This design comes from an exercise in tuning for small area, a short achievable clock period and few clock cycles per item on the open sky130 flow, not from production work. No functional check of the RTL was part of any run shown here.

## flow/design.v (module list and top-level ports; edited modules follow where they fit)
// module dsp_mac_postadd: 74 lines
// module dsp_mac_pipe: 846 lines
module dsp_mac_pipe
#(
  parameter int A_W      = 18,
  parameter int B_W      = 18,
  parameter int P_W      = 48,
  parameter bit SATURATE = 1'b0
) (
  input  logic           clk,
  input  logic           rst_n,
  input  logic [A_W-1:0] a,
  input  logic [B_W-1:0] b,
  input  logic [B_W-1:0] d,
  input  logic [P_W-1:0] c,
  input  logic           carryin,
  input  logic           pre_sel,
  input  logic           pre_sub,
  input  logic [1:0]     mode,
  input  logic           in_valid,
  input  logic           in_last,
  output logic           in_ready,
  output logic [P_W-1:0] p,
  output logic           carryout,
  output logic           ovf,
  output logic           out_valid,
  output logic           out_last,
  input  logic           out_ready
);
  // ...
==> flow/run.sh <==
#!/bin/bash
# synth_recipe.tcl (not shown) runs the flow's synth.tcl, then flattens the netlist and writes it again
# the make line also repeats each setting of config.mk as NAME=value (left out here)
make -C /OpenROAD-flow-scripts/flow DESIGN_CONFIG=/design/flow/config.mk WORK_HOME=/design/flow/orfs CLKGATE_MAP_FILE= SYNTH_SCRIPT=/design/flow/synth_recipe.tcl finish
==> flow/config.mk <==
export PLATFORM = sky130hd
export DESIGN_NAME = dsp_mac_pipe
export DESIGN_NICKNAME = dsp_mac_pipe
export VERILOG_FILES = /design/flow/design.v
export SDC_FILE = /design/flow/constraint.sdc
export NUM_CORES = 4
export LEC_CHECK = 0
export CAP_MARGIN = 20
export CORE_MARGIN = 2
export CORE_UTILIZATION = 40
export SLEW_MARGIN = 20
==> flow/constraint.sdc <==
create_clock -name core_clock -period 7.0 [get_ports {clk}]
set_input_delay 1.4000 -clock core_clock [delete_from_list [all_inputs] [get_ports {clk}]]
set_output_delay 1.4000 -clock core_clock [all_outputs]
set_load 0.01 [all_outputs]
==> impl_metrics.env, run 1 <==
export IMPL_hold_viol=0
export IMPL_final_common_cell="inv_1"
export IMPL_drive_gt1_share_pct=5.06
export IMPL_crit_path_cell_trace="and2_4 > buf_12 > nand2_1 > fa_1 > inv_1 > ha_1 > o211ai_1 > o21ai_2 > o211ai_1 > a21oi_2 > o211ai_1 > a2111oi_1 > buf_4 > o41ai_4 > o21bai_2 > nor3b_1 > nor3_1 > clkdlybuf4s50_1"
export IMPL_n_clock_buffer=32
export IMPL_grt_use_total_pct=19.8
export IMPL_setup_tns_ns=0
export IMPL_seqAreaFraction_pct=28.9
export IMPL_cp_endpoint="p[46]"
export IMPL_synth_simple_area_share_pct=7.93
export IMPL_route_layer_met1_wl_um=26200
export IMPL_clk_latency_ns=0.57
export IMPL_crit_slowest_cell="clkdlybuf4s50_1"
export IMPL_min_period_over_period_pct=96.6
export IMPL_clkTransAtPathRegs_ns=0.06
export IMPL_ys_async_sr_fraction_pct=1.20
export IMPL_grt_pass1_wl_um=92800
export IMPL_clockBufferDepth=3
export IMPL_outcome="finished clean"
export IMPL_cp_num_buf_inv=4
export IMPL_synth_top_family_by_area="adder cells"
export IMPL_syn_cell_area_um2=22600
export IMPL_io_buffers=164
export IMPL_cts_buffers=29
export IMPL_synth_top_area_share_pct=32.8
export IMPL_crit_fanout=30
export IMPL_synth_edf_count=247
==> run 2: changes to the inputs <==
--- a/flow/design.v
+++ b/flow/design.v
@@ -895,40 +895,35 @@
   assign bc225 = 1'b1 & c1_reg[44];
   assign bs226 = 1'b1 ^ c1_reg[45];
   assign bc226 = 1'b1 & c1_reg[45];
   assign bs227 = 1'b1 ^ c1_reg[46];
   assign bc227 = 1'b1 & c1_reg[46];
   assign sum0 = {1'b1, c1_ns, bc226, bc225, bc224, bc223, bc222, bc221, bc220, bc219, bc218, bs218, bs217, bs216, bs215, bc213, bc212, bs212, bc210, bc209, bc208, bc207, bs207, bc205, bc204, bc203, bc202, bc201, bc200, bc199, bc198, bc197, bc196, bc195, bc194, bc193, bc192, bc191, bc190, bc189, bc188, bc187, bc186, bc185, bc184, bc183, bc182, bc181, bs181};
   assign sum1 = {1'b0, bc227, bs227, bs226, bs225, bs224, bs223, bs222, bs221, bs220, bs219, bc217, bc216, bc215, bc214, bs214, bs213, bc211, bs211, bs210, bs209, bs208, bc206, bs206, bs205, bs204, bs203, bs202, bs201, bs200, bs199, bs198, bs197, bs196, bs195, bs194, bs193, bs192, bs191, bs190, bs189, bs188, bs187, bs186, bs185, bs184, bs183, bs182, ppb[0][0]};
   logic        v2_reg, isacc2_reg, last2_reg, s122_reg;
-  logic [48:0] v2s_reg, v2c_reg;
+  logic [48:0] v2val_reg;
   always_ff @(posedge clk or negedge rst_n) begin
     if (!rst_n) v2_reg <= 1'b0;
     else if (adv) v2_reg <= v1_reg;
   end
   always_ff @(posedge clk) begin
     if (adv) begin
-      v2s_reg    <= sum0;
-      v2c_reg    <= sum1;
+      v2val_reg  <= sum0 + sum1;
       isacc2_reg <= isacc1_reg;
       last2_reg  <= last1_reg;
       s122_reg   <= s121_reg;
     end
   end
   logic        live_reg, sticky_reg;
   logic [47:0] acc_reg, accv;
   logic [48:0] r;
   logic        ovf_now;
   assign accv      = (isacc2_reg & live_reg) ? acc_reg : 48'd0;
-  logic [48:0] a3s, a3c;
-  assign a3s       = v2s_reg ^ v2c_reg ^ {accv[47], accv};
-  assign a3c       = {(v2s_reg[47:0] & v2c_reg[47:0]) | (v2s_reg[47:0] & accv)
-                      | (v2c_reg[47:0] & accv), 1'b0};
-  assign r         = a3s + a3c;
+  assign r         = v2val_reg + {accv[47], accv};
   assign ovf_now   = r[48] ^ r[47];
   assign out_valid = v2_reg & (!isacc2_reg | last2_reg);
   assign p         = r[47:0];
   assign carryout  = r[48] ^ s122_reg ^ accv[47];
   assign ovf       = ovf_now | (isacc2_reg & live_reg & sticky_reg);
   assign out_last  = last2_reg;
   always_ff @(posedge clk or negedge rst_n) begin
     if (!rst_n) live_reg <= 1'b0;
==> flow/flow/run.sh (new file) <==
#!/bin/bash
# Standard ORFS layout with two changes:
#  - after the standard synthesis, fa_polarity.py rebuilds full adders in
#    true or complemented form (and swaps a few gates for their complement
#    cells) to drop the inverters synthesis left around them; registers and
#    all other cells are untouched;
#  - placement buffers every port with buf_1 instead of the default cell.
set -euo pipefail
R="$PWD/orfs/results/sky130hd/dsp_mac_pipe/base"
BUF="BUFFER_PORTS_ARGS=-buffer_cell sky130_fd_sc_hd__buf_1"
bash standard.sh "$BUF" synth > make_synth.log 2>&1
cp "$R/1_2_yosys.v" "$R/1_2_yosys_standard.v"
python3 flow/fa_polarity.py "$R/1_2_yosys_standard.v" "$R/1_2_yosys.v" > fa_polarity.log 2>&1
rm -f "$R/1_synth.odb" "$R/1_synth.sdc"
bash standard.sh "$BUF" finish > make_finish.log 2>&1
==> flow/flow/fa_polarity.py (new file) <==
#!/usr/bin/env python3
"""Remove inverters around full adders in a Yosys sky130 gate netlist.

A full adder is self-dual: FA(~a, ~b, ~c) = (~sum, ~cout).  Synthesis leaves
inverters between full adders wherever it picked the other polarity.  This
script collapses every inverter into a literal (signal, polarity), chooses
for each full adder whether to build it in true or complemented form, and for
some simple gates whether to use the complementary cell (xor2 <-> xnor2,
nand2 <-> and2, ...), so that the total area of the inverters still needed
plus the area those cell swaps add is smallest (greedy local search).  It
then writes the netlist back with one inverter per signal that still needs
its complement.  Registers, ports and all other cells are kept as they are.

usage: fa_polarity.py in.v out.v
"""
import random
import re
import sys
from collections import defaultdict

LIB = "sky130_fd_sc_hd__"
OUT_PINS = {"X", "Y", "Q", "Q_N", "SUM", "COUT", "HI", "LO", "GCLK"}
INV_AREA = 3.7536
# cell -> (complementary cell, its output pin, extra area of the complement)
COMPLEMENT = {
    "xor2_1": ("xnor2_1", "Y", 0.0), "xnor2_1": ("xor2_1", "X", 0.0),
    "nand2_1": ("and2_1", "X", 2.5), "and2_1": ("nand2_1", "Y", -2.5),
    "nor2_1": ("or2_1", "X", 2.5), "or2_1": ("nor2_1", "Y", -2.5),
    "nand2b_1": ("and2b_1", "X", 1.25), "and2b_1": ("nand2b_1", "Y", -1.25),
    "nor2b_1": ("or2b_1", "X", 1.25), "or2b_1": ("nor2b_1", "Y", -1.25),
    "a21oi_1": ("a21o_1", "X", 2.5), "a21o_1": ("a21oi_1", "Y", -2.5),
    "o21ai_1": ("o21a_1", "X", 2.5), "o21a_1": ("o21ai_1", "Y", -2.5),
}
AREA = {}
for k, (c, _, d) in COMPLEMENT.items():
    AREA[k] = 0.0

src = open(sys.argv[1]).read()
m = re.search(r"^module .*?;\n", src, re.S | re.M)
mod_head = src[: m.end()]
body = src[m.end():]
endpos = body.rindex("endmodule")
tail = body[endpos:]
body = body[:endpos]

cell_re = re.compile(r"^\s*(sky130_fd_sc_hd__\w+)\s+(\S+)\s*\((.*?)\);\n", re.S | re.M)
pin_re = re.compile(r"\.(\w+)\(\s*(.*?)\s*\)(?=\s*,|\s*$)", re.S)

decls = []
cells = {}
order = []
pos = 0
for cm in cell_re.finditer(body):
    decls.append(body[pos:cm.start()])
    pos = cm.end()
    typ, name, pins = cm.group(1), cm.group(2), cm.group(3)
    pd = {}
    for pm in pin_re.finditer(pins.strip()):
        pd[pm.group(1)] = pm.group(2)
    cells[name] = {"type": typ[len(LIB):], "pins": pd}
    order.append(name)
decls.append(body[pos:])
decl_text = "".join(decls)

ports = set()
for pm in re.finditer(r"^\s*(?:input|output|inout)\s+(?:\[(\d+):(\d+)\]\s+)?(\S+);", decl_text, re.M):
    if pm.group(1):
        hi, lo = int(pm.group(1)), int(pm.group(2))
        for i in range(min(hi, lo), max(hi, lo) + 1):
            ports.add(f"{pm.group(3)}[{i}]")
    ports.add(pm.group(3))

driver = {}
for name, c in cells.items():
    for pin, net in c["pins"].items():
        if pin in OUT_PINS:
            driver[net] = (name, pin)


def is_inv(name):
    return re.match(r"(inv|clkinv)_\d+$", cells[name]["type"]) is not None


def is_fa(name):
    return re.match(r"fa_\d+$", cells[name]["type"]) is not None


# inverters that can be dissolved: output not a port
dissolve = {n for n in cells if is_inv(n) and cells[n]["pins"]["Y"] not in ports}


def literal(net):
    """(source net, polarity) of a net, looking through dissolvable inverters."""
    q = 0
    while net in driver and driver[net][0] in dissolve:
        net = cells[driver[net][0]]["pins"]["A"]
        q ^= 1
    return net, q


# flippable cells: full adders (inputs and outputs complemented) and gates
# with a complementary cell (output complemented)
flip_fa = [n for n in cells if is_fa(n)
           and not any(cells[n]["pins"].get(p) in ports for p in ("SUM", "COUT"))]
flip_gate = [n for n in cells if cells[n]["type"] in COMPLEMENT and n not in dissolve
             and not any(net in ports for p, net in cells[n]["pins"].items() if p in OUT_PINS)]
x = {n: 0 for n in flip_fa + flip_gate}
isfa = set(flip_fa)

# each load pin that is not a dissolved inverter: (cell, pin, source, polarity)
loads_of = defaultdict(list)      # source net -> [(cell, pin, q)]
for name, c in cells.items():
    if name in dissolve:
        continue
    for pin, net in c["pins"].items():
        if pin in OUT_PINS:
            continue
        s, q = literal(net)
        loads_of[s].append((name, pin, q))
# port loads of a source: a port net that is driven through inverters keeps
# its inverter (not dissolved), so nothing to do here

src_flip = {}                     # source net -> flippable cell driving it
for n in x:
    for pin, net in cells[n]["pins"].items():
        if pin in OUT_PINS:
            src_flip[net] = n

touch = defaultdict(set)
for s, ls in loads_of.items():
    if s in src_flip:
        touch[src_flip[s]].add(s)
    for (c, pin, q) in ls:
        if c in isfa:
            touch[c].add(s)


def src_cost(s):
    phys = x[src_flip[s]] if s in src_flip else 0
    need = set()
    for (c, pin, q) in loads_of[s]:
        need.add(q ^ (x[c] if c in isfa else 0))
    return INV_AREA if (need - {phys}) else 0.0


def cell_cost(n):
    if n in isfa or not x[n]:
        return 0.0
    return COMPLEMENT[cells[n]["type"]][2]


def total():
    return sum(src_cost(s) for s in loads_of) + sum(cell_cost(n) for n in x)


def delta(n):
    ss = touch[n]
    before = sum(src_cost(s) for s in ss) + cell_cost(n)
    x[n] ^= 1
    after = sum(src_cost(s) for s in ss) + cell_cost(n)
    x[n] ^= 1
    return after - before


start = total()
best = dict(x)
best_cost = start
rng = random.Random(1)
cur = start
names = list(x)
for rnd in range(60):
    rng.shuffle(names)
    moved = False
    for n in names:
        d = delta(n)
        if d < -1e-9 or (d < 1e-9 and rnd < 40 and rng.random() < 0.2):
            x[n] ^= 1
            cur += d
            moved = moved or d < -1e-9
            if cur < best_cost - 1e-9:
                best_cost = cur
                best = dict(x)
    if rnd >= 40 and not moved:
        break
x = best

n_inv_before = sum(1 for n in cells if is_inv(n))

# rebuild: new cells list
new_cells = {}
new_order = []
wires_new = []
cnt = [0]


def fresh(prefix):
    cnt[0] += 1
    return f"_{prefix}{cnt[0]}_"


# physical net for each source with polarity phys; complement nets on demand
phys_net = {}
comp_net = {}
for name in order:
    c = cells[name]
    if name in dissolve:
        continue
    typ = c["type"]
    pins = dict(c["pins"])
    if name in x and x[name] and name not in isfa:
        typ, opin, _ = COMPLEMENT[typ]
        old_out = [p for p in pins if p in OUT_PINS][0]
        pins[opin] = pins.pop(old_out)
    new_cells[name] = {"type": typ, "pins": pins}
    new_order.append(name)

# source polarity after flips
def phys(s):
    return x[src_flip[s]] if s in src_flip else 0


inv_for = {}


def net_for(s, q):
    """A net carrying literal (s, q)."""
    if q == phys(s):
        return s
    if s not in inv_for:
        y = fresh("fapol")
        wires_new.append(y)
        iname = fresh("fapolinv")
        new_cells[iname] = {"type": "inv_1", "pins": {"A": s, "Y": y}}
        new_order.append(iname)
        inv_for[s] = y
    return inv_for[s]


for name in list(new_order):
    c = new_cells[name]
    if name in inv_for.values():
        continue
    for pin, net in list(c["pins"].items()):
        if pin in OUT_PINS or c["type"] == "inv_1" and name.startswith("_fapolinv"):
            continue
        s, q = literal(net)
        want = q ^ (x[name] if name in isfa else 0)
        c["pins"][pin] = net_for(s, want)

n_inv_after = sum(1 for n in new_cells if re.match(r"(inv|clkinv)_\d+$", new_cells[n]["type"]))
print(f"inverters: {n_inv_before} -> {n_inv_after}; cost {start:.1f} -> {best_cost:.1f}", file=sys.stderr)

driven = set()
used = set()
for n, c in new_cells.items():
    for p, net in c["pins"].items():
        (driven if p in OUT_PINS else used).add(net)
live = driven | used
out = [mod_head]
for line in decl_text.splitlines(keepends=True):
    wm = re.match(r"^\s*wire\s+(\S+);\s*$", line)
    if wm and wm.group(1) not in live and wm.group(1) not in ports:
        continue
    out.append(line)
for w in wires_new:
    out.append(f"  wire {w};\n")


def fmt(n):
    return n + " " if n.startswith("\\") else n


for name in new_order:
    c = new_cells[name]
    pins = ",\n".join(f"    .{p}({fmt(n)})" for p, n in c["pins"].items())
    out.append(f"  {LIB}{c['type']} {name} (\n{pins}\n  );\n")
out.append(tail)
open(sys.argv[2], "w").write("".join(out))
==> flow/standard.sh (new file) <==
#!/bin/bash
# synth_recipe.tcl (not shown) runs the flow's synth.tcl, then flattens the netlist and writes it again
# the make line also repeats each setting of config.mk as NAME=value (left out here)
make -C /OpenROAD-flow-scripts/flow DESIGN_CONFIG=/design/flow/config.mk WORK_HOME=/design/flow/orfs CLKGATE_MAP_FILE= SYNTH_SCRIPT=/design/flow/synth_recipe.tcl "${@:-finish}"
removed: flow/run.sh
==> impl_metrics.env, run 2 <==
export IMPL_outcome="finished clean"
export IMPL_syn_cell_area_um2=21700
export IMPL_rsz0062_at_grt="no"
export IMPL_ant_nets=0
export IMPL_crit_fanout=10
export IMPL_hold_depth=0
export IMPL_hold_viol=0
export IMPL_clock_sinks=203
export IMPL_tightestPinTransition_ns=0.980
export IMPL_start_util_pct=40.4
export IMPL_clockBufferDepth=3
export IMPL_stdcell_count=2994
export IMPL_n_fill_cell=5126
export IMPL_criticalPathCategory="flop to flop"
export IMPL_final_common_cell="xnor2_1"
export IMPL_syn_to_final_growth_pct=11.0
export IMPL_avgSynthCellArea_um2=10.0
export IMPL_min_period_over_period_pct=95.5
export IMPL_drv_cap=0
export IMPL_finalHoldWorstSlack_ns=0.426
export IMPL_first_pass_iters=6
export IMPL_worstPathRequired_ns=7.28
export IMPL_cts_setup_buffers=0
export IMPL_synth_warnings=1
export IMPL_dp_hpwl_um=48000
export IMPL_io_buffers=164
export IMPL_finalSetupViolations=0
export IMPL_place_inst=2950
export IMPL_min_period_ns=6.68
export IMPL_rows=85
export IMPL_setup_tns_ns=0
export IMPL_crit_slowest_cell="edfxtp_1"
export IMPL_max_slew_margin_pct=34.6
export IMPL_finalWirelength_um=60400
export IMPL_r2r_cells=22
export IMPL_layout_common_cells="xnor2_1 (224), edfxtp_1 (200), fa_1 (183), a22oi_1 (165), buf_1 (164)"
export IMPL_synth_nets=2607
export IMPL_crit_path_cell_trace="a22oi_1 > xnor2_1 > ha_1 > xnor2_1 > fa_1 > fa_1 > fa_1 > inv_1 > fa_1 > ha_1 > a21oi_1 > o21ai_0 > buf_4 > a221o_1 > a311o_1 > o21ai_0 > buf_4 > a21oi_1 > o21ai_0 > o21ai_0 > a21oi_1 > xnor2_1"
export IMPL_clk_latency_ns=0.54
export IMPL_drive_gt1_share_pct=5.70
export IMPL_final_nets=2722
export IMPL_fp_coreArea_um2=53700
export IMPL_cp_arrival_ns=6.96
export IMPL_diodes=0
export IMPL_io_pins=165
export IMPL_grt_pass1_wl_um=94500
export IMPL_antenna_found_initial=1
export IMPL_syn_inst=2165
export IMPL_cts_buffers=24
export IMPL_drc=0
export IMPL_hp_class="flop to flop"
export IMPL_cts_tree="built"
export IMPL_grt_use_total_pct=21.3
export IMPL_grt_max_degree=127
export IMPL_dpl_worst_slack_ns=0.381
export IMPL_final_area_um2=24100
export IMPL_dieArea_um2=56100
export IMPL_worst_slack_ns=0.317
export IMPL_cts_root_buf="clkbuf_16"
export IMPL_grt_pass1_vias=16872
export IMPL_grt_overflow_total=0
export IMPL_slowest_delay_ns=0.57
export IMPL_fin_util_pct=44.8
export IMPL_via_count=16679
export IMPL_skew_ns=0.0146
export IMPL_largest_reg_flops=49
export IMPL_vias_per_cell=5.57
export IMPL_clkTransAtPathRegs_ns=0.06
export IMPL_max_freq_ghz=0.150
export IMPL_wl_per_cell_um=20.2
export IMPL_end_kind="flop"
export IMPL_drt_iter0_markers=1484
export IMPL_worstSetupStartpointType="flop"
export IMPL_placed_cell_area_um2=23200
export IMPL_htree_levels=1
export IMPL_gp_congestion=0.945
export IMPL_die_x_um=237
export IMPL_slew_violations=0
export IMPL_die_h_um=237
run 2: layout make-up:
cell class,instances,area (µm²),area share (%)
Clock inverter,11,181,0.754
Inverter,150,563,2.34
Multi-Input combinational cell,1660,14500,60.2
Sequential cell,203,6080,25.3
Clock buffer,33,666,2.77
Tap cell,696,871,3.62
Timing Repair Buffer,241,1220,5.06
run 2: critical path: cells and delay by family, from the launching register on:
kind / cells / cell delay, ns
compound gates: 10 / 2.20
flops: 1 / 0.57
fa+ha+maj: 6 / 2.61
buf+inv: 3 / 0.37
xor+xnor: 3 / 0.63
run 2: final timing paths:
path,startpoint,to,slack (ns)
max,two1_reg[2]$_DFFE_PN_,v2val_reg[41]$_DFFE_PN_,0.32
min,last1_reg$_DFFE_PN_,last2_reg$_DFFE_PN_,0.43
max reg2reg,two1_reg[2]$_DFFE_PN_,v2val_reg[41]$_DFFE_PN_,0.32
min reg2reg,last1_reg$_DFFE_PN_,last2_reg$_DFFE_PN_,0.43
max in group asynchronous,rst_n,v1_reg$_DFFE_PN0N_,6.21
min in group asynchronous,rst_n,live_reg$_DFFE_PN0P_,0.64
run 2: layer usage:
metal	vias up	GRT usage [%]	wire (µm)
met5	-	0	0
met1	8217	30.2	28000
met2	511	34.5	27700
met3	63	3.19	3680
li1	7888	-	-
met4	0	4.55	956
run 2: what timing repair did:
action / 4_1_cts / 5_1_grt
setup endpoints to repair: 0 / 1
resized for setup: 0 / 1
hold buffers: 0 / 0

separate check: timing with driven ports:
No port has a modelled driver above. Below, the same layouts with a new extraction and two added sets of constraints.
Step 1 (the two cells are an assumption about what drives the block):
set clk [get_ports {clk}]
set_driving_cell -lib_cell sky130_fd_sc_hd__clkbuf_16 $clk
set_driving_cell -lib_cell sky130_fd_sc_hd__buf_2 [delete_from_list [all_inputs] $clk]
Step 2 times the ports against the registers' clock, not the clock port: input delays grow and output delays shrink by t, the midpoint of the rising clock arrivals with the driver on.
a / b / c = ideal ports / drivers / drivers and shift; a / b = the first two.
run	t, ns	setup slack, ns	worst register clock-pin slew, ns
run 1	0.619	0.240 / 0.183 / 0.801	0.06 / 0.06
run 2	0.595	0.317 / 0.317 / 0.317	0.06 / 0.06
After both steps every run listed still meets setup and hold.
